Source: an optimization exercise on an open RTL-to-GDS flow (aim: small area, a short achievable clock period and few clock cycles per item). Production flows keep margins and buffers that such runs may drop. RTL that was checked went through simulation tests only; none was proved equivalent to the original. No functional check of the RTL was part of run 4. Power is estimated from default activity; no workload was simulated.

[flow/config.mk]
export PLATFORM = sky130hd
export DESIGN_NAME = three_class_priority_queue_scheduler
export DESIGN_NICKNAME = three_class_priority_queue_scheduler
export VERILOG_FILES = /design/flow/design.v
export SDC_FILE = /design/flow/constraint.sdc
export NUM_CORES = 4
export LEC_CHECK = 0
export CAP_MARGIN = 20
export CORE_MARGIN = 2
export CORE_UTILIZATION = 65
export CTS_BUF_LIST = sky130_fd_sc_hd__clkbuf_16
export CTS_CLUSTER_DIAMETER = 100
export CTS_CLUSTER_SIZE = 20
export PLACE_DENSITY = 0.75
export SETUP_SLACK_MARGIN = 3.7
export SLEW_MARGIN = 20
[flow/constraint.sdc]
create_clock -name core_clock -period 6.5 [get_ports {clk}]
set_input_delay 1.3000 -clock core_clock [delete_from_list [all_inputs] [get_ports {clk}]]
set_output_delay 1.3000 -clock core_clock [all_outputs]
set_load 0.01 [all_outputs]
[flow/design.v]
`timescale 1ns / 1ps
package tcpqs_pkg;
    localparam int NUM_CLASSES = 3;
    localparam int ID_W        = 37;
    localparam int TOTAL_W     = 16;
    localparam int UPR_W       = 4;
    localparam int ITEM_W      = 40;
    localparam logic [0:0] REQ_ENQUEUE = 1'b0;
    localparam logic [0:0] REQ_SERVE   = 1'b1;
    localparam logic [1:0] CLASS_EMERGENCY = 2'd0;
    localparam logic [1:0] CLASS_URGENT    = 2'd1;
    localparam logic [1:0] CLASS_REGULAR   = 2'd2;
    localparam logic [1:0] CLASS_INVALID   = 2'd3;
    localparam logic [2:0] STATUS_ENQUEUED = 3'd0;
    localparam logic [2:0] STATUS_SERVED   = 3'd1;
    localparam logic [2:0] STATUS_EMPTY    = 3'd2;
    localparam logic [2:0] STATUS_FULL     = 3'd3;
    localparam logic [2:0] STATUS_INVALID  = 3'd4;
    localparam logic [TOTAL_W-1:0] COUNT_MAX = 16'hFFFF;
    localparam logic [UPR_W-1:0]   UPR_RESET = 4'd3;
endpackage
`timescale 1ns / 1ps
module tcpqs_ctrl
(
    input  logic                          clk,
    input  logic                          rst_n,
    input  logic                          in_valid,
    output logic                          in_ready,
    input  logic [tcpqs_pkg::ITEM_W-1:0]  in_item,
    input  logic                          fire,
    output logic                          stg_valid,
    output logic [tcpqs_pkg::ITEM_W-1:0]  stg_item
);
    logic                          skid_valid;
    logic [tcpqs_pkg::ITEM_W-1:0]  skid_item;
    logic                          accept;
    logic                          stg_open;
    logic                          in_ready_reg;
    assign in_ready = in_ready_reg;
    assign accept   = in_valid && in_ready_reg;
    assign stg_open = fire || !stg_valid;
    always_ff @(posedge clk)
    begin
        if (stg_open)
        begin
            stg_item <= skid_valid ? skid_item : in_item;
        end
        if (!stg_open && !skid_valid)
        begin
            skid_item <= in_item;
        end
    end
    always_ff @(posedge clk or negedge rst_n)
    begin
        if (!rst_n)
        begin
            stg_valid    <= 1'b0;
            skid_valid   <= 1'b0;
            in_ready_reg <= 1'b0;
        end
        else
        begin
            if (stg_open)
            begin
                stg_valid  <= skid_valid || accept;
                skid_valid <= 1'b0;
            end
            else if (accept)
            begin
                skid_valid <= 1'b1;
            end
            in_ready_reg <= stg_open || !(skid_valid || accept);
        end
    end
endmodule
`timescale 1ns / 1ps
module tcpqs_dp #(
    parameter int QUEUE_DEPTH = 16
)
(
    input  logic                            clk,
    input  logic                            rst_n,
    input  logic                            exec,
    input  logic [tcpqs_pkg::ITEM_W-1:0]    stg_item,
    input  logic                            cfg_wr_en,
    input  logic [tcpqs_pkg::UPR_W-1:0]     cfg_wr_data,
    output logic [89:0]                     out_item
);
    localparam int PTR_W = (QUEUE_DEPTH > 1) ? $clog2(QUEUE_DEPTH) : 1;
    localparam int NC    = tcpqs_pkg::NUM_CLASSES;
    localparam int TW    = tcpqs_pkg::TOTAL_W;
    localparam int IW    = tcpqs_pkg::ID_W;
    localparam int UW    = tcpqs_pkg::UPR_W;
    localparam int QD    = QUEUE_DEPTH;
    logic [IW-1:0]            slot [NC][QD];
    logic [NC-1:0][QD-1:0]    rd_sel;      
    logic [NC-1:0][PTR_W-1:0] wr_ptr;
    logic [NC-1:0]            empty;
    logic [NC-1:0]            full;
    logic [NC-1:0][TW-1:0]    total;
    logic [UW-1:0]            streak;
    logic [UW-1:0]            ratio;
    logic                     streak_low;  
    logic [NC-1:0]            serve_pick;  
    logic [2:0]               res_status;
    logic [1:0]               res_class;
    logic [IW-1:0]            res_id;
    logic [NC-1:0][QD-1:0]    rd_sel_n;
    logic [NC-1:0][PTR_W-1:0] wr_ptr_n;
    logic [NC-1:0]            empty_n;
    logic [NC-1:0]            full_n;
    logic [NC-1:0][TW-1:0]    total_n;
    logic [UW-1:0]            streak_n;
    logic [UW-1:0]            ratio_n;
    logic                     streak_low_n;
    logic [NC-1:0]            serve_pick_n;
    logic                     upd_low;
    logic                     hold_low;
    logic [NC-1:0]            upd_pick;
    logic [NC-1:0]            hold_pick;
    logic                     req_serve;
    logic [1:0]               cls;
    logic [IW-1:0]            id;
    logic [NC-1:0]            enq;       
    logic [NC-1:0]            deq;       
    logic [NC-1:0][IW-1:0]    head;
    logic [NC-1:0]            last_one;  
    logic [NC-1:0]            one_free;  
    logic [2:0]               status_n;
    logic [1:0]               class_n;
    logic [IW-1:0]            id_n;
    function automatic logic [PTR_W-1:0] ptr_inc(input logic [PTR_W-1:0] p);
        ptr_inc = (p == PTR_W'(QD - 1)) ? '0 : p + PTR_W'(1);
    endfunction
    function automatic logic [PTR_W-1:0] ptr_dec(input logic [PTR_W-1:0] p);
        ptr_dec = (p == '0) ? PTR_W'(QD - 1) : p - PTR_W'(1);
    endfunction
    assign req_serve = stg_item[39];
    assign cls       = stg_item[38:37];
    assign id        = stg_item[IW-1:0];
    always_comb
    begin
        for (int c = 0; c < NC; c++)
        begin
            enq[c]  = !req_serve && (cls == 2'(c)) && !full[c];
            deq[c]  = req_serve && serve_pick[c];
            head[c] = '0;
            for (int i = 0; i < QD; i++)
            begin
                head[c] = head[c] | ({IW{rd_sel[c][i]}} & slot[c][i]);
            end
            last_one[c] = rd_sel[c][ptr_dec(wr_ptr[c])];
            one_free[c] = rd_sel[c][ptr_inc(wr_ptr[c])];
        end
    end
    always_comb
    begin
        if (req_serve)
        begin
            status_n = (|serve_pick) ? tcpqs_pkg::STATUS_SERVED : tcpqs_pkg::STATUS_EMPTY;
        end
        else if (cls == tcpqs_pkg::CLASS_INVALID)
        begin
            status_n = tcpqs_pkg::STATUS_INVALID;
        end
        else if (full[cls])
        begin
            status_n = tcpqs_pkg::STATUS_FULL;
        end
        else
        begin
            status_n = tcpqs_pkg::STATUS_ENQUEUED;
        end
        class_n = {deq[2], deq[1]};
        id_n    = ({IW{deq[0]}} & head[0]) | ({IW{deq[1]}} & head[1])
                | ({IW{deq[2]}} & head[2]);
    end
    always_comb
    begin
        rd_sel_n = rd_sel;
        wr_ptr_n = wr_ptr;
        empty_n  = empty;
        full_n   = full;
        total_n  = total;
        streak_n = streak;
        for (int c = 0; c < NC; c++)
        begin
            if (enq[c])
            begin
                wr_ptr_n[c] = ptr_inc(wr_ptr[c]);
                empty_n[c]  = 1'b0;
                full_n[c]   = one_free[c];
            end
            if (deq[c])
            begin
                rd_sel_n[c] = {rd_sel[c][QD-2:0], rd_sel[c][QD-1]};
                full_n[c]   = 1'b0;
                empty_n[c]  = last_one[c];
                if (total[c] != tcpqs_pkg::COUNT_MAX)
                begin
                    total_n[c] = total[c] + TW'(1);
                end
            end
        end
        if (deq[1])
        begin
            if (streak_low)
            begin
                streak_n = streak + UW'(1);
            end
        end
        else if (deq[2])
        begin
            streak_n = '0;
        end
        ratio_n = cfg_wr_en ? cfg_wr_data : ratio;
        upd_low     = streak_n < ratio_n;
        upd_pick[0] = !empty_n[0];
        upd_pick[1] = empty_n[0] && !empty_n[1] && (upd_low || empty_n[2]);
        upd_pick[2] = empty_n[0] && !empty_n[2] && (empty_n[1] || !upd_low);
        hold_low     = streak < ratio_n;
        hold_pick[0] = !empty[0];
        hold_pick[1] = empty[0] && !empty[1] && (hold_low || empty[2]);
        hold_pick[2] = empty[0] && !empty[2] && (empty[1] || !hold_low);
        streak_low_n = exec ? upd_low : hold_low;
        serve_pick_n = exec ? upd_pick : hold_pick;
    end
    always_ff @(posedge clk)
    begin
        for (int c = 0; c < NC; c++)
        begin
            for (int i = 0; i < QD; i++)
            begin
                if (enq[c] && (wr_ptr[c] == PTR_W'(i)))
                begin
                    slot[c][i] <= id;
                end
            end
        end
    end
    always_ff @(posedge clk or negedge rst_n)
    begin
        if (!rst_n)
        begin
            res_status <= tcpqs_pkg::STATUS_ENQUEUED;
            res_class  <= tcpqs_pkg::CLASS_EMERGENCY;
            res_id     <= '0;
        end
        else if (exec)
        begin
            res_status <= status_n;
            res_class  <= class_n;
            res_id     <= id_n;
        end
    end
    always_ff @(posedge clk or negedge rst_n)
    begin
        if (!rst_n)
        begin
            for (int c = 0; c < NC; c++)
            begin
                rd_sel[c] <= QD'(1);
            end
            wr_ptr     <= '0;
            empty      <= '1;
            full       <= '0;
            total      <= '0;
            streak     <= '0;
            ratio      <= tcpqs_pkg::UPR_RESET;
            streak_low <= 1'b1;
            serve_pick <= '0;
        end
        else
        begin
            if (exec)
            begin
                rd_sel <= rd_sel_n;
                wr_ptr <= wr_ptr_n;
                empty  <= empty_n;
                full   <= full_n;
                total  <= total_n;
                streak <= streak_n;
            end
            ratio      <= ratio_n;
            streak_low <= streak_low_n;
            serve_pick <= serve_pick_n;
        end
    end
    assign out_item = {res_status, res_class, res_id, total[0], total[1], total[2]};
endmodule
`timescale 1ns / 1ps
module three_class_priority_queue_scheduler #(
    parameter int QUEUE_DEPTH = 16
)
(
    input  logic                          clk,
    input  logic                          rst_n,
    input  logic                          in_valid,
    output logic                          in_ready,
    input  logic [39:0]                   in_item,
    output logic                          out_valid,
    input  logic                          out_ready,
    output logic [89:0]                   out_item,
    input  logic                          cfg_wr_en,
    input  logic [tcpqs_pkg::UPR_W-1:0]   cfg_wr_data
);
    logic        stg_valid;
    logic [39:0] stg_item;
    logic        fire;
    logic        out_valid_reg;     
    logic        out_empty;         
    assign fire      = stg_valid && (out_empty || out_ready);
    assign out_valid = out_valid_reg;
    always_ff @(posedge clk or negedge rst_n)
    begin
        if (!rst_n)
        begin
            out_valid_reg <= 1'b0;
            out_empty     <= 1'b1;
        end
        else if (fire)
        begin
            out_valid_reg <= 1'b1;
            out_empty     <= 1'b0;
        end
        else if (out_ready)
        begin
            out_valid_reg <= 1'b0;
            out_empty     <= 1'b1;
        end
    end
    tcpqs_ctrl u_ctrl
    (
        .clk       (clk),
        .rst_n     (rst_n),
        .in_valid  (in_valid),
        .in_ready  (in_ready),
        .in_item   (in_item),
        .fire      (fire),
        .stg_valid (stg_valid),
        .stg_item  (stg_item)
    );
    tcpqs_dp #(
        .QUEUE_DEPTH (QUEUE_DEPTH)
    ) u_dp
    (
        .clk         (clk),
        .rst_n       (rst_n),
        .exec        (fire),
        .stg_item    (stg_item),
        .cfg_wr_en   (cfg_wr_en),
        .cfg_wr_data (cfg_wr_data),
        .out_item    (out_item)
    );
endmodule
[flow/run.sh]
#!/bin/bash
# synth_recipe.tcl (not shown) runs the flow's synth.tcl, then flattens the netlist and writes it again
# the make line also repeats each setting of config.mk as NAME=value (left out here)
make -C /OpenROAD-flow-scripts/flow DESIGN_CONFIG=/design/flow/config.mk WORK_HOME=/design/flow/orfs CLKGATE_MAP_FILE= SYNTH_SCRIPT=/design/flow/synth_recipe.tcl finish
==> results.txt, run 1 <==
status=timing/DRC/antenna clean; Layout area overhead=10.4%; worst path cell trace=dlygate4sd2_1; largest net degree at the start of global routing=102; RSZ-0062 raised after global routing=yes; crit path time final=2.78 ns; number of library cell types mapped by synthesis=70; FF-to-FF Start=u_ctrl.stg_item[39]; max FFs per register=1,776; WL/cell=35.5 um; hold path depth=2; Die ar.=118,000 um2; Seq/Total Area, Yosys=80.3%; CP delay by family, top=flip-flops; EDFF count, synth=1,856; Total GRT Usage=35.5%; max_slew headroom=29.4%; critical path arrival=1.48 ns; clk sinks=2,029; DR iter-0 viols=8,359; Post-synth ARST share=8.53%; Cell Area, Synth=74,800 um2; setup TNS=0 ns; Yosys reg bits=2,029; DRC errors left=0; DR pass1 iterations=6; grt total ovfl=0; footprint of the multi-input gates=14,300 um2; row count=124; # nets final=4,386; vias in the first global route=41,700; Gate Count Post-Synth=4,105; total core area=114,000 um2; critical path fanouts, max=2; MaxCap Viol Count=0; Slew Viols, Final=0; gpl congestion=0.848; FILL cells=6,692; Setup CP Type=flop to primary output; setup violators final=0; layout cells sized above 1=12.8%; LEAKAGE=27.4 nW; CTS HTree Levels=3; Final Hold Viols=0; Critical Path End Type=primary output; Worst EP required=5.20 ns; Seq. cell area=60,200 um2; Clk Tree Root Cell=clkbuf_16; Pwr Total=24.4 mW; worst setup path start=u_dp.res_id[2]; Worst-path clk slew=0.09 ns; Post-DP HPWL=106,000 um; Mapped Nets=4,179; Syn Area/Cell=18.2 um2; initial antenna violation count=5; Post-DRT Antenna Nets=0; non-filler cells, final=5,907; RR Endpoint=u_dp.slot[27][1]; cts hold-fix bufs=0; Starting Density=65.5%; clock latency on the worst-skew pair=0.75 ns; Die Width=343 um; placed cell count=5,649; CTS tree=built; Startpoint Class=flop; R2R Setup Slk=3.77 ns; post-DR vias/cell=7.45; CP peak stage delay=0.44 ns; Buf+Inv Stages, Crit Path=1; IO Count=141; Crit-path slowest cell=dfrtp_1; Post-synth top flop=edfxtp_1; hold path endpoint=u_dp.rd_sel[16]; Largest Register=u_dp.slot; hold path start=u_dp.rd_sel[16]; first-pass GRT wire length=296,000 um; period utilization=42.8%; Via Count=44,000; VDD IR max=0.269 mV; reg2reg path depth=4; IO buf count=140; cts bufs inserted=111; Worst Tran Pin Value=1.06 ns; Power Density=295 nW/um2; final WL=209,000 um; Hold/Removal Path Class=flop to flop; fmax=359 MHz; Largest regs=u_dp.slot: 1776 flops, u_dp.rd_sel: 48 flops, u_dp.total: 48 flops; Setup Skew=0.0405 ns; Die H=343 um; clk buf depth=3; synth warn=4
## synth_stat cells (all sizes together) (10+ instances only)
library cell | n | area [um2]
edfxtp | 1856 | 55700
a22o | 446 | 3910
a221oi | 441 | 3860
nand2 | 264 | 991
clkbuf | 220 | 826
dfrtp | 163 | 4080
nand4 | 126 | 788
nand3 | 91 | 455
nor2 | 66 | 250
mux2 | 52 | 597
a22oi | 43 | 323
xnor2 | 35 | 307
buf | 34 | 161
ha | 25 | 313
inv | 24 | 95.1
o21ai | 24 | 120
mux2i | 23 | 230
mux4 | 18 | 428
a21oi | 17 | 88.8
nor3 | 15 | 75.1
xor2 | 15 | 150
nor4 | 13 | 87.6
nand2b | 11 | 68.8
dfstp | 10 | 263
## layout by cell type (no fill, tap or decap), types with 7 or more instances in the layout
| cell type | instances |
|---|---|
| edfxtp_1 | 1856 |
| a22o_1 | 446 |
| a221oi_1 | 441 |
| nand2_1 | 260 |
| buf_4 | 171 |
| nand4_1 | 126 |
| clkbuf_16 | 114 |
| inv_1 | 95 |
| dfrtp_1 | 92 |
| nand3_1 | 90 |
| dfrtp_2 | 70 |
| dlygate4sd2_1 | 63 |
| clkdlybuf4s50_1 | 46 |
| mux2_2 | 43 |
| a22oi_1 | 43 |
| xnor2_1 | 35 |
| nor2_1 | 33 |
| nor2_4 | 33 |
| buf_6 | 28 |
| ha_1 | 25 |
| mux2i_1 | 22 |
| a21oi_1 | 16 |
| o21ai_0 | 14 |
| xor2_1 | 14 |
| clkdlybuf4s15_1 | 14 |
| mux4_2 | 12 |
| nor4_4 | 12 |
| nand2b_1 | 11 |
| dfstp_2 | 10 |
| o21ai_1 | 9 |
| clkdlybuf4s15_2 | 9 |
| nor3_4 | 8 |
| and2_1 | 7 |
| nor3_1 | 7 |
## metrics by stage
stage | hold WS (ns) | area, um2 | setup slack [ns] | util, %
floorplan | 0.453 | 75100 | 3.24 | -
global placement | 0.453 | 78800 | 2.25 | 69.0
detailed placement | 0.460 | 78800 | 2.12 | 69.0
CTS | 0.475 | 82400 | 3.50 | 72.2
global route | 0.514 | 82600 | 3.68 | 72.3
finish | 0.478 | 82600 | 3.72 | 72.3
## worst register-to-register path: stages, from the launching register on
cell and delay, ns:
edfxtp_1 0.50, or4_1 0.63, buf_4 0.29, nor4_4 0.17, buf_4 0.67
## logic make-up after synthesis
family	synth area share, %
DFF	80.3
AOI/OAI and AO/OA	11.6
xor gates and xnor gates	0.611
buffers and inverters	1.45
adders and majority gates	0.418
and+or+nand+nor	3.96
muxes	1.68
## power by group
part | leakage (nW) | internal (mW) | switching, mW | total (mW)
clock | 1.84 | 3.17 | 3.99 | 7.17
sequential | 19.0 | 15.0 | 0.267 | 15.3
combinational | 6.61 | 0.519 | 1.44 | 1.95
## cell type report
type / instances / area share (%)
tap: 1512 / 2.29
sequential: 2029 / 72.8
inverter: 24 / 0.115
timing repair buffer: 343 / 3.59
antenna: 1 / 0.00303
clock inverter: 81 / 0.411
multi-input combinational: 1803 / 17.3
clock buffer: 114 / 3.45
## per-layer routing
metal | GRT usage, % | wire length, um
met1 | 52.3 | 75800
met2 | 52.5 | 93700
met3 | 8.22 | 30800
met4 | 14.0 | 9030
met5 | 0 | 25
## worst max path at each step
stage                              to  slack [ns]  depth (start not counted)
floorplan            u_dp.slot[12][0]        3.24                          4
global placement       u_dp.total[26]        2.25                          8
detailed placement     u_dp.total[26]        2.12                          8
CTS                    u_dp.total[47]        3.50                          7
global route        u_dp.slot[32][28]        3.68                          5
finish                   out_item[50]        3.72                          1
## timing repair
item	in CTS	in global routing
pin swaps	9	4
setup endpoints to repair	1538	845
cloned	4	1
setup buffers	46	11
gates resized for setup	186	33
Testbench counts, summed over its fixed seeds: cycles 16,016, items 16,000.
==> run 2, diff against run 1 <==
--- a/flow/config.mk
+++ b/flow/config.mk
@@ -12,5 +12,5 @@
 export CTS_CLUSTER_DIAMETER = 100
 export CTS_CLUSTER_SIZE = 20
 export PLACE_DENSITY = 0.75
-export SETUP_SLACK_MARGIN = 3.7
+export SETUP_SLACK_MARGIN = 4.0
 export SLEW_MARGIN = 20
==> results.txt, run 2 <==
EDFF count, synth=1,856 (unchanged); layout cells sized above 1=17.5% (was 12.8%); RSZ-0062 raised after global routing=yes (unchanged); critical path arrival=1.40 ns (was 1.48 ns); Die Width=343 um (unchanged); Post-DP HPWL=108,000 um (was 106,000 um); LEAKAGE=28.3 nW (was 27.4 nW); total core area=114,000 um2 (unchanged); row count=124 (unchanged); max FFs per register=1,776 (unchanged); final WL=219,000 um (was 209,000 um); first-pass GRT wire length=303,000 um (was 296,000 um); top cells by count, synth=edfxtp_1, a22o_1, a221oi_1 (unchanged); largest net degree at the start of global routing=67 (was 102); Worst-path clk slew=0.09 ns (about the same); Area contributors post-synth=edfxtp_1, dfrtp_1, a22o_1 (unchanged); VDD IR max=0.289 mV (was 0.269 mV); Synth top area share=74.5% (unchanged); number of library cell types mapped by synthesis=70 (unchanged); Via Count=44,800 (was 44,000); Largest Register=u_dp.slot (unchanged); Worst Tran Pin Value=1.02 ns (was 1.06 ns); Seq/Total Area, Yosys=80.3% (unchanged); Synth area leader=edfxtp_1 (unchanged); count leader, synth=edfxtp_1 (unchanged); Power Density=292 nW/um2 (was 295 nW/um2); WL/cell=36.2 um (was 35.5 um); Yosys reg bits=2,029 (unchanged); crit path time final=2.70 ns (was 2.78 ns); setup violators final=0 (unchanged); Die H=343 um (unchanged); clk buf depth=3 (unchanged); Setup Skew=0.0325 ns (was 0.0405 ns); DR pass1 iterations=6 (unchanged); Starting Density=65.5% (unchanged); status=timing/DRC/antenna clean (unchanged); Die ar.=118,000 um2 (unchanged); critical path fanouts, max=2 (unchanged); Gate Count Post-Synth=4,105 (unchanged); worst path cell trace=buf_6 (was dlygate4sd2_1); CP delay by family, top=flip-flops (unchanged); period utilization=41.5% (was 42.8%); clk sinks=2,029 (unchanged); MaxCap Viol Count=0 (unchanged); Slew Viols, Final=0 (unchanged); Post-synth ARST share=8.53% (unchanged); CP peak stage delay=0.50 ns (was 0.44 ns); CTS HTree Levels=3 (unchanged); IO Count=141 (unchanged); Hold Slack=0.485 ns (was 0.478 ns); Largest regs=u_dp.slot: 1776 flops, u_dp.rd_sel: 48 flops, u_dp.total: 48 flops (unchanged); DR iter-0 viols=8,295 (was 8,359); max_slew headroom=31.9% (was 29.4%); IO buf count=140 (unchanged); setup TNS=0 ns (unchanged); Layout area overhead=13.1% (was 10.4%); commonest non-fill, non-tap cells in the layout=edfxtp_1, a22o_1, a221oi_1 (unchanged); Post-synth top flop=edfxtp_1 (unchanged); Hold/Removal Path Class=flop to flop (unchanged); Mapped Nets=4,179 (unchanged); Startpoint Class=flop (unchanged); Clk Tree Root Cell=clkbuf_16 (unchanged); commonest non-fill, non-tap cell in the layout=edfxtp_1 (unchanged); Final Hold Viols=0 (unchanged); cts bufs inserted=111 (unchanged); Worst EP required=5.20 ns (about the same); post-DR vias/cell=7.42 (was 7.45); CTS tree=built (unchanged); # nets final=4,507 (was 4,386); R2R Setup Slk=3.86 ns (was 3.77 ns); initial antenna violation count=6 (was 5); fmax=371 MHz (was 359 MHz); DRC errors left=0 (unchanged); Post-DRT Antenna Nets=0 (unchanged); synth warn=4 (unchanged); Critical Path End Type=primary output (unchanged); Crit-path slowest cell=dfrtp_2 (was dfrtp_1); Syn Area/Cell=18.2 um2 (unchanged); Total GRT Usage=36.6% (was 35.5%); grt total ovfl=0 (unchanged); Buf+Inv Stages, Crit Path=1 (unchanged); Setup CP Type=flop to primary output (unchanged); vias in the first global route=42,300 (was 41,700); gpl congestion=0.873 (was 0.848); cts hold-fix bufs=0 (unchanged); clock latency on the worst-skew pair=0.75 ns (about the same); Cell Area, Synth=74,800 um2 (unchanged)
## run 2: cell count changes in the layout (fill, tap and decap cells not counted), sizes merged, moves of 7 or more
cell and delta:
buf +195, dlygate4sd2 -63, clkdlybuf4s15 -22, clkbuf +13
inv +7
## run 2: stage by stage
step	util (%)	setup WS, ns	power [mW]	std cells	area (um2)
floorplan	-	3.39	16.7	4105	75400
global placement	69.0	2.33	17.4	5647	78800
detailed placement	69.0	2.30	17.5	5647	78800
CTS	73.0	3.79	24.4	5967	83400
global route	74.1	3.79	25.2	6034	84600
finish	74.1	3.80	24.7	6037	84600
## run 2: logic make-up (layout without fill, tap and decap cells)
kind of cell	count (synthesis)	count (layout)	share of synthesized area [%]
other cells	0	3	0
xor+xnor	50	50	0.611
buf+inv	278	694	1.45
compound gates	1011	1011	11.6
mux	93	93	1.68
flops	2029	2029	80.3
simple gates	619	620	3.96
fa+ha+maj	25	25	0.418
## run 2: layer usage
metal  vias up  GRT usage, %  wire length [um]
met5         -             0                41
met4         6          14.5              9320
met1     22500          53.3             76000
met3       502          8.33             34700
met2      4063          54.9             98400
li1      17800             -                 -
## run 2: worst paths after layout
check	to	depth (start not counted)	start
worst max-delay path	out_item[58]	1	u_dp.res_id[10]
worst min-delay path	u_dp.empty[2]	2	u_dp.empty[2]
worst max register to register	u_dp.slot[29][6]	8	u_ctrl.stg_item[39]
worst min register to register	u_dp.empty[2]	2	u_dp.empty[2]
max in group asynchronous	u_dp.rd_sel[47]	2	rst_n
min in group asynchronous	u_dp.total[23]	1	rst_n
## run 2: final cells by class
type / instances / area (um2)
timing repair buffer: 468 / 4850
sequential: 2029 / 60200
tap: 1512 / 1890
fill: 6475 / 29600
multi-input combinational: 1799 / 14300
inverter: 24 / 95.1
clock buffer: 111 / 2780
antenna: 3 / 7.51
clock inverter: 91 / 413
## run 2: report_power, final
part | internal, mW | switching (mW)
combinational | 0.678 | 1.61
clock | 3.12 | 4.03
sequential | 15.0 | 0.237
## run 2: timing repair
item,in CTS,in global routing
gates cloned,10,13
endpoints found under the setup margin,1959,1161
endpoints found under the hold margin,0,0
gates resized for setup,561,122
pin swaps,33,19
buffers inserted,108,54
==> run 3, diff against run 2 <==
--- a/flow/config.mk
+++ b/flow/config.mk
@@ -7,10 +7,10 @@
 export LEC_CHECK = 0
 export CAP_MARGIN = 20
 export CORE_MARGIN = 2
-export CORE_UTILIZATION = 65
+export CORE_UTILIZATION = 80
 export CTS_BUF_LIST = sky130_fd_sc_hd__clkbuf_16
 export CTS_CLUSTER_DIAMETER = 100
 export CTS_CLUSTER_SIZE = 20
-export PLACE_DENSITY = 0.75
+export PLACE_DENSITY = 0.88
 export SETUP_SLACK_MARGIN = 4.0
 export SLEW_MARGIN = 20
==> results.txt, run 3 <==
largest net degree at the start of global routing=83; clk buf depth=3 (unchanged); number of library cell types mapped by synthesis=70 (unchanged); EDFF count, synth=1,856 (unchanged); Yosys reg bits=2,029 (unchanged); Die Width=310 um (was 343 um); Die H=310 um (was 343 um); gpl congestion=0.877 (was 0.873); Area contributors post-synth=edfxtp_1, dfrtp_1, a22o_1 (unchanged); synth warn=4 (unchanged); grt total ovfl=328; DP Area=78,500 um2 (was 78,800 um2); First Error=[ERROR GRT-0232] Routing congestion too high. Check the congestion heatmap in the GUI.; Seq/Total Area, Yosys=80.3% (unchanged); Total GRT Usage=84.5%; status=did not finish (was timing/DRC/antenna clean); Clk Tree Root Cell=clkbuf_16 (unchanged); Post-DP HPWL=112,000 um (was 108,000 um); IO Count=141 (unchanged); top cells by count, synth=edfxtp_1, a22o_1, a221oi_1 (unchanged); stopping stage=global routing; Syn Area/Cell=18.2 um2 (unchanged); initial antenna violation count=33; clk sinks=2,029 (unchanged); Starting Density=80.4% (was 65.5%); Synth top area share=74.5% (unchanged); Cell Area, Synth=74,800 um2 (unchanged); row count=112 (was 124); worst_ep grt=u_dp.res_id[14]$_DFFE_PN0P_/D; Post-synth ARST share=8.53% (unchanged); Synth area leader=edfxtp_1 (unchanged); CTS HTree Levels=3 (unchanged); IO buf count=140 (unchanged); Post-synth top flop=edfxtp_1 (unchanged); Mapped Nets=4,179 (unchanged); cts hold-fix bufs=0 (unchanged); cts bufs inserted=111 (unchanged); Worst End Pin Type=sequential cell input; Gate Count Post-Synth=4,105 (unchanged); count leader, synth=edfxtp_1 (unchanged)
## run 3: cell counts after synthesis
No cell type changed its count.
## run 3: how the worst min path moves through the flow
| stage | start | end | slack [ns] | depth (start not counted) |
|---|---|---|---|---|
| 2_1_floorplan | u_dp.empty[2] | u_dp.empty[2] | 0.45 | 2 |
| 3_3_place_gp | u_dp.empty[2] | u_dp.empty[2] | 0.46 | 2 |
| 3_5_place_dp | u_dp.empty[2] | u_dp.empty[2] | 0.48 | 2 |
| 4_1_cts | u_dp.empty[2] | u_dp.empty[2] | 0.49 | 2 |
## run 3: per-layer routing
layer	GRT overflow	GRT usage [%]
met1	12	85.1
met3	32	77.4
met5	2	53.2
met4	135	81.8
met2	147	93.9
## run 3: power by group through the flow
stage | logic (mW) | clock network [mW] | registers, mW
2_1_floorplan | 0.987 | 0 | 15.7
3_3_place_gp | 1.80 | 0 | 15.5
3_5_place_dp | 1.88 | 0 | 15.6
4_1_cts | 2.15 | 7.16 | 15.3
## run 3: cells by family after synthesis
| logic type | after synthesis | share of synthesized area [%] |
|---|---|---|
| mux | 93 | 1.68 |
| simple gates | 619 | 3.96 |
| fa+ha+maj | 25 | 0.418 |
| flops | 2029 | 80.3 |
| xor+xnor | 50 | 0.611 |
| buf+inv | 278 | 1.45 |
| compound gates | 1011 | 11.6 |
## run 3: per-stage QoR
stage | cells | utilization, % | setup WS, ns
after floorplan | 4105 | - | 3.39
after global placement | 5390 | 84.3 | 2.20
after detailed placement | 5390 | 84.3 | 2.06
after CTS | 5738 | 89.9 | 3.80
## run 3: what timing repair did
action	in CTS
gates cloned	17
pin swaps	41
setup buffers	140
gates resized for setup	595
hold endpoints to repair	0
endpoints found under the setup margin	1944
==> run 4, diff against run 3 <==
--- a/flow/design.v
+++ b/flow/design.v
@@ -28,24 +28,18 @@
     output logic                          in_ready,
     input  logic [tcpqs_pkg::ITEM_W-1:0]  in_item,
     input  logic                          fire,
-    output logic                          stg_valid,
-    output logic [tcpqs_pkg::ITEM_W-1:0]  stg_item
+    output logic                          cur_valid,
+    output logic [tcpqs_pkg::ITEM_W-1:0]  cur_item
 );
     logic                          skid_valid;
     logic [tcpqs_pkg::ITEM_W-1:0]  skid_item;
-    logic                          accept;
-    logic                          stg_open;
     logic                          in_ready_reg;
-    assign in_ready = in_ready_reg;
-    assign accept   = in_valid && in_ready_reg;
-    assign stg_open = fire || !stg_valid;
+    assign in_ready  = in_ready_reg;
+    assign cur_valid = skid_valid || (in_valid && in_ready_reg);
+    assign cur_item  = skid_valid ? skid_item : in_item;
     always_ff @(posedge clk)
     begin
-        if (stg_open)
-        begin
-            stg_item <= skid_valid ? skid_item : in_item;
-        end
-        if (!stg_open && !skid_valid)
+        if (!skid_valid)
         begin
             skid_item <= in_item;
         end
@@ -54,22 +48,13 @@
     begin
         if (!rst_n)
         begin
-            stg_valid    <= 1'b0;
             skid_valid   <= 1'b0;
             in_ready_reg <= 1'b0;
         end
         else
         begin
-            if (stg_open)
-            begin
-                stg_valid  <= skid_valid || accept;
-                skid_valid <= 1'b0;
-            end
-            else if (accept)
-            begin
-                skid_valid <= 1'b1;
-            end
-            in_ready_reg <= stg_open || !(skid_valid || accept);
+            skid_valid   <= cur_valid && !fire;
+            in_ready_reg <= !(cur_valid && !fire);
         end
     end
 endmodule
@@ -81,7 +66,7 @@
     input  logic                            clk,
     input  logic                            rst_n,
     input  logic                            exec,
-    input  logic [tcpqs_pkg::ITEM_W-1:0]    stg_item,
+    input  logic [tcpqs_pkg::ITEM_W-1:0]    cur_item,
     input  logic                            cfg_wr_en,
     input  logic [tcpqs_pkg::UPR_W-1:0]     cfg_wr_data,
     output logic [89:0]                     out_item
@@ -135,9 +120,9 @@
     function automatic logic [PTR_W-1:0] ptr_dec(input logic [PTR_W-1:0] p);
         ptr_dec = (p == '0) ? PTR_W'(QD - 1) : p - PTR_W'(1);
     endfunction
-    assign req_serve = stg_item[39];
-    assign cls       = stg_item[38:37];
-    assign id        = stg_item[IW-1:0];
+    assign req_serve = cur_item[39];
+    assign cls       = cur_item[38:37];
+    assign id        = cur_item[IW-1:0];
     always_comb
     begin
         for (int c = 0; c < NC; c++)
@@ -304,12 +289,12 @@
     input  logic                          cfg_wr_en,
     input  logic [tcpqs_pkg::UPR_W-1:0]   cfg_wr_data
 );
-    logic        stg_valid;
-    logic [39:0] stg_item;
+    logic        cur_valid;
+    logic [39:0] cur_item;
     logic        fire;
     logic        out_valid_reg;     
     logic        out_empty;         
-    assign fire      = stg_valid && (out_empty || out_ready);
+    assign fire      = cur_valid && (out_empty || out_ready);
     assign out_valid = out_valid_reg;
     always_ff @(posedge clk or negedge rst_n)
     begin
@@ -337,8 +322,8 @@
         .in_ready  (in_ready),
         .in_item   (in_item),
         .fire      (fire),
-        .stg_valid (stg_valid),
-        .stg_item  (stg_item)
+        .cur_valid (cur_valid),
+        .cur_item  (cur_item)
     );
     tcpqs_dp #(
         .QUEUE_DEPTH (QUEUE_DEPTH)
@@ -347,7 +332,7 @@
         .clk         (clk),
         .rst_n       (rst_n),
         .exec        (fire),
-        .stg_item    (stg_item),
+        .cur_item    (cur_item),
         .cfg_wr_en   (cfg_wr_en),
         .cfg_wr_data (cfg_wr_data),
         .out_item    (out_item)
--- a/flow/config.mk
+++ b/flow/config.mk
@@ -7,10 +7,10 @@
 export LEC_CHECK = 0
 export CAP_MARGIN = 20
 export CORE_MARGIN = 2
-export CORE_UTILIZATION = 80
+export CORE_UTILIZATION = 65
 export CTS_BUF_LIST = sky130_fd_sc_hd__clkbuf_16
 export CTS_CLUSTER_DIAMETER = 100
 export CTS_CLUSTER_SIZE = 20
-export PLACE_DENSITY = 0.88
+export PLACE_DENSITY = 0.75
 export SETUP_SLACK_MARGIN = 4.0
 export SLEW_MARGIN = 20
==> results.txt, run 4 <==
status=timing/DRC/antenna clean (was did not finish); IO Count=141 (unchanged); max_slew headroom=17.4%; # nets final=4,577; DR iter-0 viols=9,065; RSZ-0062 raised after global routing=yes; cts hold-fix bufs=0 (unchanged); Worst EP required=5.20 ns; Place WS=1.80 ns (was 2.06 ns); non-filler cells, final=6,102; post-DR vias/cell=7.57; fmax=373 MHz; count leader, synth=edfxtp_1 (unchanged); Total GRT Usage=38.5%; Hold/Removal Path Class=flop to flop; period utilization=41.3%; cts bufs inserted=109 (was 111); critical path arrival=1.38 ns; setup TNS=0 ns; layout cells sized above 1=21.5%; slack of the critical path=3.82 ns; Setup Skew=0.0375 ns; Largest regs=u_dp.slot: 1776 flops, u_dp.rd_sel: 48 flops, u_dp.total: 48 flops; Power Density=282 nW/um2; CP peak stage delay=0.50 ns; Via Count=46,200; routing usage on met2=56.5%; post-synthesis mux area share=1.76% (was 1.68%); footprint of the multi-input gates=15,100 um2; final WL=232,000 um; placed cell count=5,559 (was 5,390); Buf+Inv Stages, Crit Path=1; synth warn=4 (unchanged); top cells by count, synth=edfxtp_1, a22o_1, a221oi_1 (unchanged); Layout area overhead=17.0%; commonest non-fill, non-tap cells in the layout=edfxtp_1, a22o_1, a221oi_1; largest net degree at the start of global routing=95; Largest Register=u_dp.slot; crit path time final=2.68 ns; Synth Area in Compound Gates=11.9% (was 11.6%); Yosys reg bits=1,988 (was 2,029); Starting Density=65.3% (was 80.4%); Setup CP Type=flop to primary output; EDFF count, synth=1,776 (was 1,856); DRC errors left=0; gpl congestion=0.879 (was 0.877); Syn Area/Cell=18.1 um2 (was 18.2 um2); Mapped Nets=4,124 (was 4,179); Crit-path slowest cell=dfrtp_2; CTS tree=built; Cell Area, Synth=73,200 um2 (was 74,800 um2); clk sinks=1,988 (was 2,029); DR pass1 iterations=8; Die ar.=115,000 um2; Post-synth ARST share=8.65% (was 8.53%); max FFs per register=1,776; Critical Path End Type=primary output; Area contributors post-synth=edfxtp_1, dfrtp_1, a22o_1 (unchanged); initial antenna violation count=7; Post-Synth Adder-Cell Area=0.427% (was 0.418%); LEAKAGE=28.9 nW; Clk Tree Root Cell=clkbuf_16 (unchanged); Final Hold Viols=0; Post-DRT Antenna Nets=0; row count=123 (was 112); critical path fanouts, max=2; Die H=340 um (was 310 um); clk buf depth=3 (unchanged); setup violators final=0; total core area=112,000 um2; Seq/Total Area, Yosys=79.9% (was 80.3%); final core occ=76.4%; worst path cell trace=buf_6; largest family of logic cells by synthesized area=compound AO/OA/AOI/OAI gates (unchanged); Die Width=340 um (was 310 um); CP delay by family, top=flip-flops; Post-Synth Simple-Gate Area=3.98% (was 3.96%); first-pass GRT wire length=314,000 um; CTS HTree Levels=3 (unchanged); Synth top area share=72.9% (was 74.5%); Worst-path clk slew=0.09 ns; number of library cell types mapped by synthesis=74 (was 70); vias in the first global route=43,100; FILL cells=5,946; met3 GRT Util=12.7%; Gate Count Post-Synth=4,050 (was 4,105); WL/cell=38.1 um; GR peak layer=met2; Seq. cell area=58,600 um2; Post-DP HPWL=113,000 um (was 112,000 um); XOR/XNOR Fraction of Synth Area=0.598% (was 0.611%); Synth area leader=edfxtp_1 (unchanged); Pwr Total=24.1 mW; Slew Viols, Final=0; VDD IR max=0.276 mV; MaxCap Viol Count=0; Startpoint Class=flop; grt total ovfl=0; Post-synth top flop=edfxtp_1 (unchanged); IO buf count=140 (unchanged); clock latency on the worst-skew pair=0.75 ns; commonest non-fill, non-tap cell in the layout=edfxtp_1; met1 usage=53.4%; Worst Tran Pin Value=1.24 ns
run 4: cell families (layout without fill, tap and decap cells):
| family | count (synthesis) | after routing |
|---|---|---|
| compound gates | 1014 | 1014 |
| xor+xnor | 50 | 50 |
| fa+ha+maj | 25 | 25 |
| buf+inv | 279 | 814 |
| flops | 1988 | 1988 |
| mux | 93 | 93 |
| other cells | 0 | 2 |
| simple gates | 601 | 616 |
run 4: stage by stage:
step,hold WS (ns),area (um2)
detailed placement,0.471,77200
global route,0.512,85600
finish,0.491,85600
floorplan,0.472,74000
CTS,0.490,83300
global placement,0.460,77200
run 4: final timing paths:
kind / startpoint / to / slack [ns] / depth (start not counted)
worst max-delay path: u_dp.res_id[28] / out_item[76] / 3.82 / 1
min in group asynchronous: rst_n / u_dp.total[29] / 0.63 / 1
max in group asynchronous: rst_n / u_dp.rd_sel[38] / 4.57 / 2
worst max register to register: u_dp.wr_ptr[8] / u_dp.empty[2] / 3.85 / 9
worst min-delay path: u_ctrl.skid_item[21] / u_ctrl.skid_item[21] / 0.49 / 1
worst min register to register: u_ctrl.skid_item[21] / u_ctrl.skid_item[21] / 0.49 / 1
run 4: layout make-up:
type | count | area share [%]
antenna | 2 | 0.00585
clock buffer | 111 | 3.24
clock inverter | 97 | 0.465
inverter | 28 | 0.134
multi-input combinational | 1798 | 17.6
sequential | 1988 | 68.4
tap | 1500 | 2.19
timing repair buffer | 578 | 7.96
run 4: power by group:
group / switching (mW) / internal (mW)
Combinational: 1.58 / 0.795
Clock: 4.02 / 3.11
Sequential: 0.174 / 14.5
run 4: layer usage:
metal	up-vias	share of wire, %
met5	-	0.025
met4	10	5.3
met3	651	17
met2	4691	44
met1	23000	33
li1	17800	-
run 4: repair_timing:
item	4_1_cts	5_1_grt
buffers inserted	188	76
gates cloned	30	38
resized for setup	665	179
endpoints found under the setup margin	2857	1557
pin swaps	68	47

afterwards: timing with drivers on the ports:
No port has a modelled driver above. Below, the same layouts with a new extraction and two added sets of constraints. Step 1: set_driving_cell puts a clkbuf_16 on clk and a buf_2 on each other input, an assumption about the parent block. Step 2 times the ports against the registers' clock, not the clock port: input delays grow and output delays shrink by t, the midpoint of the rising clock arrivals with the driver on. Slacks: no drivers / after step 1 / after step 2; pairs: no drivers / after step 1.
run | t, ns | setup slack, ns | worst hold slack (ns) | clock arrival spread, ns | slew at the worst register clock pin (ns)
run 1 | 0.796 | 3.718 / 3.646 / 3.065 | 0.478 / 0.478 / 0.478 | 0.040 / 0.041 | 0.09 / 0.09
run 2 | 0.820 | 3.803 / 3.721 / 3.314 | 0.485 / 0.485 / 0.485 | 0.034 / 0.034 | 0.09 / 0.09
run 4 | 0.812 | 3.816 / 3.735 / 3.078 | 0.491 / 0.491 / 0.491 | 0.038 / 0.038 | 0.10 / 0.10
After both steps every run listed still meets setup and hold. The setup slack of run 4, which loses most, moves by -0.081 ns with the drivers and by -0.738 ns with both steps.
